Background: an optimization exercise with open tools, aiming at small area, a short achievable clock period and few clock cycles. Do not read the settings as production practice. RTL that was checked went through simulation tests only; none was proved equivalent to the original. Power and IR drop assume default switching activity.

==> flow/design.v <==
`default_nettype none
package kmp_pkg;
    localparam int MAX_PATTERN   = 16;
    localparam int IDX_BITS      = $clog2(MAX_PATTERN);
    localparam int LEN_BITS      = IDX_BITS + 1;
    localparam int POSITION_BITS = 16;
    localparam int MATCH_BITS    = 16;
    localparam int CFG_BITS      = 64;
    localparam int PAT_BITS      = 8 * MAX_PATTERN;
    typedef logic [7:0]          t_byte;
    typedef logic [IDX_BITS-1:0] t_idx;
    typedef logic [LEN_BITS-1:0] t_len;    
    typedef logic [PAT_BITS-1:0] t_pattern;
    typedef enum logic [1:0] {
        CFG_PAT_LOW  = 2'd0,
        CFG_PAT_HIGH = 2'd1,
        CFG_PAT_LEN  = 2'd2
    } t_cfg_idx;
    typedef struct packed {
        logic busy;    
        logic clear;   
    } t_ctrl;
    function automatic t_byte pat_byte(input t_pattern pat, input t_idx k);
        pat_byte = pat[8*k +: 8];
    endfunction
endpackage
`default_nettype wire
`default_nettype none
module kmp_substring_search
(
    input  wire                 i_clk,
    input  wire                 i_rst_n,
    input  wire                 i_cfg_we,
    input  wire [1:0]           i_cfg_index,
    input  wire [63:0]          i_cfg_data,
    input  wire                 i_text_valid,
    input  wire [7:0]           i_text_byte,
    input  wire                 i_text_is_final,
    output wire                 o_text_ready,
    output wire                 o_result_valid,
    output wire                 o_result_found,
    output wire [15:0]          o_result_index,
    input  wire                 i_result_ready
);
    logic [63:0] r_pat_lo;
    logic [63:0] r_pat_hi;
    logic        r_lo_ok;      
    logic        r_hi_ok;      
    logic [4:0]  r_nn;         
    logic        r_clear_d;    
    logic        cfg_hit;
    logic [4:0]  cfg_len;
    logic [4:0]  cfg_nn;
    assign cfg_hit = i_cfg_we && (i_cfg_index != 2'd3);
    assign cfg_len = (i_cfg_data[4] && |i_cfg_data[3:0]) ? 5'd16 : i_cfg_data[4:0];
    always_comb begin
        logic lower;
        lower = 1'b0;
        for (int i = 0; i < 5; i++) begin
            cfg_nn[i] = cfg_len[i] ^ lower;
            lower     = lower | cfg_len[i];
        end
    end
    always_ff @(posedge i_clk) begin
        if (i_cfg_we && i_cfg_index == 2'd0) r_pat_lo <= i_cfg_data;
        if (i_cfg_we && i_cfg_index == 2'd1) r_pat_hi <= i_cfg_data;
    end
    always_ff @(posedge i_clk) begin
        if (!i_rst_n) begin
            r_lo_ok   <= 1'b0;
            r_hi_ok   <= 1'b0;
            r_nn      <= '0;
            r_clear_d <= 1'b0;
        end else begin
            r_clear_d <= cfg_hit;
            if (i_cfg_we && i_cfg_index == 2'd0) r_lo_ok <= 1'b1;
            if (i_cfg_we && i_cfg_index == 2'd1) r_hi_ok <= 1'b1;
            if (i_cfg_we && i_cfg_index == 2'd2) r_nn <= cfg_nn;
        end
    end
    logic [15:0] m_last;
    logic [15:0] m_prev;
    logic        n_zero;
    logic        n_le1;
    always_comb begin
        for (int k = 0; k < 16; k++) begin
            m_last[k] = (r_nn == 5'(32 - (k + 1)));
            m_prev[k] = (r_nn == 5'(32 - (k + 2)));
        end
    end
    assign n_zero = (r_nn == 5'd0);
    assign n_le1  = (r_nn == 5'd0) || (r_nn == 5'd31);
    logic [15:0] q_start;
    logic        q_at_sat;
    always_comb begin
        logic lower;
        lower = 1'b1;
        for (int i = 0; i < 5; i++) begin
            q_start[i] = !n_zero && (r_nn[i] ^ lower);
            lower      = lower & r_nn[i];
        end
    end
    assign q_start[15:5] = {11{!n_le1}};
    logic        r_rdy;
    logic        r_frz;
    logic        r_v1, r_f1;
    logic [7:0]  r_b1;
    logic [15:0] r_d;
    logic        r_v2, r_f2, r_h2;
    logic        r_ans;
    logic [15:0] r_q;
    logic        r_out_valid;
    logic        r_out_found;
    logic [15:0] r_out_index;
    logic [15:0] eq;
    logic        zb;
    logic [15:0] dn;
    logic        hit1;
    assign zb = (r_b1 == 8'd0);
    always_comb begin
        for (int k = 0; k < 8; k++) begin
            eq[k]     = r_lo_ok ? (r_b1 == r_pat_lo[8*k +: 8]) : zb;
            eq[k + 8] = r_hi_ok ? (r_b1 == r_pat_hi[8*k +: 8]) : zb;
        end
    end
    assign dn   = {r_d[14:0], 1'b1} & eq;
    assign hit1 = n_zero || |(dn & m_last);
    logic decide2;
    logic issue;
    logic ans_n;
    assign decide2 = r_v2 && !r_ans && (r_h2 || r_f2);
    assign issue   = !r_frz && decide2;
    assign ans_n   = (!r_frz && r_v2) ? (!r_f2 && (r_ans || r_h2)) : r_ans;
    logic cm1;
    logic maybe_n;
    logic out_valid_n;
    assign cm1         = n_le1 || |(r_d & m_prev);
    assign maybe_n     = r_frz ? decide2 : (r_v1 && !ans_n && (r_f1 || cm1));
    assign out_valid_n = issue || (r_out_valid && !i_result_ready);
    logic [15:0] q_inc;
    logic [15:0] q_carry;
    assign q_at_sat = (&r_q[15:5]) && (r_q[4:0] == r_nn);
    assign q_carry[0] = !q_at_sat;
    for (genvar i = 1; i < 16; i++) begin : g_carry
        assign q_carry[i] = !q_at_sat && (&r_q[i-1:0]);
    end
    assign q_inc = r_q ^ q_carry;
    always_ff @(posedge i_clk) begin
        if (!i_rst_n) begin
            r_rdy       <= 1'b0;
            r_frz       <= 1'b0;
            r_v1        <= 1'b0;
            r_v2        <= 1'b0;
            r_d         <= '0;
            r_ans       <= 1'b0;
            r_out_valid <= 1'b0;
        end else if (cfg_hit) begin
            r_rdy       <= 1'b1;
            r_frz       <= 1'b0;
            r_v1        <= 1'b0;
            r_v2        <= 1'b0;
            r_d         <= '0;
            r_ans       <= 1'b0;
            r_out_valid <= out_valid_n;
        end else begin
            r_frz       <= out_valid_n && maybe_n;
            r_rdy       <= !(out_valid_n && maybe_n);
            r_out_valid <= out_valid_n;
            if (!r_frz) begin
                r_v1 <= i_text_valid && r_rdy;
                r_v2 <= r_v1;
                if (r_v1) r_d <= r_f1 ? 16'd0 : dn;
            end
            r_ans <= ans_n;
        end
    end
    always_ff @(posedge i_clk) begin
        if (!i_rst_n) begin
            r_q <= '0;
        end else if (r_clear_d) begin
            r_q <= q_start;
        end else if (!r_frz && r_v2) begin
            r_q <= r_f2 ? q_start : q_inc;
        end
    end
    always_ff @(posedge i_clk) begin
        if (!r_frz) begin
            r_b1 <= i_text_byte;
            r_f1 <= i_text_is_final;
            r_h2 <= hit1;
            r_f2 <= r_f1;
        end
        if (issue) begin
            r_out_found <= r_h2;
            r_out_index <= r_h2 ? r_q : 16'd0;
        end
    end
    assign o_text_ready   = r_rdy;
    assign o_result_valid = r_out_valid;
    assign o_result_found = r_out_found;
    assign o_result_index = r_out_index;
endmodule
`default_nettype wire
Settings: LEC_CHECK=0, CAP_MARGIN=20, CORE_MARGIN=2, CORE_UTILIZATION=40, PLACE_DENSITY=0.6, SETUP_SLACK_MARGIN=3.55, SLEW_MARGIN=20; clock period 5.5 ns.
standard.sh (not shown) runs the stock make flow with config.mk's settings and CLKGATE_MAP_FILE= SYNTH_SCRIPT=/design/flow/synth_recipe.tcl, a recipe that flattens the netlist after the stock synthesis.
==> flow/flow/run.sh <==
#!/bin/bash
set -euo pipefail
bash standard.sh \
  "BUFFER_PORTS_ARGS=-buffer_cell sky130_fd_sc_hd__buf_1" \
  "CTS_ARGS=-sink_clustering_enable -repair_clock_nets -dont_use_dummy_load -root_buf sky130_fd_sc_hd__clkbuf_16 -buf_list sky130_fd_sc_hd__clkbuf_16 -sink_clustering_size 15 -sink_clustering_max_diameter 80" \
  finish > standard_flow.log 2>&1
Testbench counts at the start, summed over its fixed seeds: cycles 19,925.
==> next run, changes <==
--- a/flow/design.v
+++ b/flow/design.v
@@ -45,12 +45,13 @@
     logic [63:0] r_pat_lo;
     logic [63:0] r_pat_hi;
     logic        r_lo_ok;      
     logic        r_hi_ok;      
     logic [4:0]  r_nn;         
     logic        r_clear_d;    
+    logic        r_clear_dd;   
     logic        cfg_hit;
     logic [4:0]  cfg_len;
     logic [4:0]  cfg_nn;
     assign cfg_hit = i_cfg_we && (i_cfg_index != 2'd3);
     assign cfg_len = (i_cfg_data[4] && |i_cfg_data[3:0]) ? 5'd16 : i_cfg_data[4:0];
     always_comb begin
@@ -68,77 +69,84 @@
     always_ff @(posedge i_clk) begin
         if (!i_rst_n) begin
             r_lo_ok   <= 1'b0;
             r_hi_ok   <= 1'b0;
             r_nn      <= '0;
             r_clear_d <= 1'b0;
+            r_clear_dd <= 1'b0;
         end else begin
             r_clear_d <= cfg_hit;
+            r_clear_dd <= r_clear_d;
             if (i_cfg_we && i_cfg_index == 2'd0) r_lo_ok <= 1'b1;
             if (i_cfg_we && i_cfg_index == 2'd1) r_hi_ok <= 1'b1;
             if (i_cfg_we && i_cfg_index == 2'd2) r_nn <= cfg_nn;
         end
     end
     logic [15:0] m_last;
-    logic [15:0] m_prev;
     logic        n_zero;
     logic        n_le1;
     always_comb begin
         for (int k = 0; k < 16; k++) begin
             m_last[k] = (r_nn == 5'(32 - (k + 1)));
-            m_prev[k] = (r_nn == 5'(32 - (k + 2)));
         end
     end
     assign n_zero = (r_nn == 5'd0);
     assign n_le1  = (r_nn == 5'd0) || (r_nn == 5'd31);
+    logic [15:0] q_start_c;
+    logic [5:0]  r_qs;         
     logic [15:0] q_start;
     logic        q_at_sat;
     always_comb begin
         logic lower;
         lower = 1'b1;
         for (int i = 0; i < 5; i++) begin
-            q_start[i] = !n_zero && (r_nn[i] ^ lower);
+            q_start_c[i] = !n_zero && (r_nn[i] ^ lower);
             lower      = lower & r_nn[i];
         end
     end
-    assign q_start[15:5] = {11{!n_le1}};
+    assign q_start_c[15:5] = {11{!n_le1}};
+    always_ff @(posedge i_clk) begin
+        r_qs <= q_start_c[5:0];
+    end
+    assign q_start = {{10{r_qs[5]}}, r_qs};
     logic        r_rdy;
     logic        r_frz;
     logic        r_v1, r_f1;
     logic [7:0]  r_b1;
     logic [15:0] r_d;
     logic        r_v2, r_f2, r_h2;
     logic        r_ans;
-    logic [15:0] r_q;
+    logic [15:0] r_q;          
     logic        r_out_valid;
     logic        r_out_found;
-    logic [15:0] r_out_index;
     logic [15:0] eq;
     logic        zb;
     logic [15:0] dn;
     logic        hit1;
-    assign zb = (r_b1 == 8'd0);
     always_comb begin
         for (int k = 0; k < 8; k++) begin
             eq[k]     = r_lo_ok ? (r_b1 == r_pat_lo[8*k +: 8]) : zb;
             eq[k + 8] = r_hi_ok ? (r_b1 == r_pat_hi[8*k +: 8]) : zb;
         end
     end
-    assign dn   = {r_d[14:0], 1'b1} & eq;
-    assign hit1 = n_zero || |(dn & m_last);
+    assign zb   = (r_b1 == 8'd0);
+    assign dn   = {r_d[14:0], 1'b1} & {16{!r_frz}} & eq;
+    assign hit1 = (!r_frz && n_zero) || |(dn & m_last);
     logic decide2;
     logic issue;
     logic ans_n;
     assign decide2 = r_v2 && !r_ans && (r_h2 || r_f2);
     assign issue   = !r_frz && decide2;
     assign ans_n   = (!r_frz && r_v2) ? (!r_f2 && (r_ans || r_h2)) : r_ans;
+    logic proc2;
     logic cm1;
     logic maybe_n;
     logic out_valid_n;
-    assign cm1         = n_le1 || |(r_d & m_prev);
-    assign maybe_n     = r_frz ? decide2 : (r_v1 && !ans_n && (r_f1 || cm1));
+    assign proc2       = !r_frz && r_v2;
+    assign maybe_n     = r_frz ? (r_v2 && !(r_ans && !r_f2))
+                               : (r_v1 && !(ans_n && !r_f1));
     assign out_valid_n = issue || (r_out_valid && !i_result_ready);
     logic [15:0] q_inc;
     logic [15:0] q_carry;
     assign q_at_sat = (&r_q[15:5]) && (r_q[4:0] == r_nn);
     assign q_carry[0] = !q_at_sat;
     for (genvar i = 1; i < 16; i++) begin : g_carry
@@ -174,30 +182,34 @@
             r_ans <= ans_n;
         end
     end
     always_ff @(posedge i_clk) begin
         if (!i_rst_n) begin
             r_q <= '0;
-        end else if (r_clear_d) begin
+        end else if (r_clear_dd) begin
             r_q <= q_start;
-        end else if (!r_frz && r_v2) begin
-            r_q <= r_f2 ? q_start : q_inc;
+        end else if (issue) begin
+            if (!r_h2) r_q <= '0;
+        end else if (r_out_valid) begin
+            if (i_result_ready) r_q <= q_start;
+        end else if (proc2) begin
+            if (r_f2)        r_q <= q_start;
+            else if (!r_ans) r_q <= q_inc;
         end
     end
     always_ff @(posedge i_clk) begin
         if (!r_frz) begin
             r_b1 <= i_text_byte;
             r_f1 <= i_text_is_final;
-            r_h2 <= hit1;
             r_f2 <= r_f1;
         end
-        if (issue) begin
-            r_out_found <= r_h2;
-            r_out_index <= r_h2 ? r_q : 16'd0;
-        end
+    end
+    always_ff @(posedge i_clk) begin
+        r_h2        <= (r_frz && r_h2) || hit1;
+        r_out_found <= (issue && r_h2) || (!issue && r_out_found);
     end
     assign o_text_ready   = r_rdy;
     assign o_result_valid = r_out_valid;
     assign o_result_found = r_out_found;
-    assign o_result_index = r_out_index;
+    assign o_result_index = r_q;
 endmodule
 `default_nettype wire
After rerunning: The new run went through all stages and came out clean. Worst hold slack degrades by 0.047 ns. Sequential cell count fell by 10. Wire length rose by 0.57%. Setup slack degrades by 0.011 ns. Final cell count fell by 2.9%. Power fell by 4.2%. Clock-buffer cell count is unchanged. Combinational power rose by about 5%. Utilization rose by 3.0 points.
Function not checked in the second run of this note: the RTL went through the layout flow alone.

==> what the ideal ports hide <==
No port has a modelled driver above. Below, the same layouts with a new extraction and two added sets of constraints. Step 1 sets driving cells, clkbuf_16 on the clock port and buf_2 on the other inputs (assumed; they add their load-dependent delay and slew). Step 2, shift: input delay + t, output delay - t, t = (earliest + latest rising clock arrival at the registers) / 2. This alone moves slack from input paths to output paths. Three values: no drivers, after step 1, after step 2; two values: the first two.
run	t (ns)	slack for setup (ns)	cell pins on the clock port's net
the first run	0.516	3.387 / 3.386 / 3.141	1
the second run	0.459	3.376 / 3.381 / 2.922	1
After both steps every run listed still meets setup and hold. For the second run, which loses most, drivers alone change the setup slack by +0.005 ns; drivers and shift together by -0.454 ns.
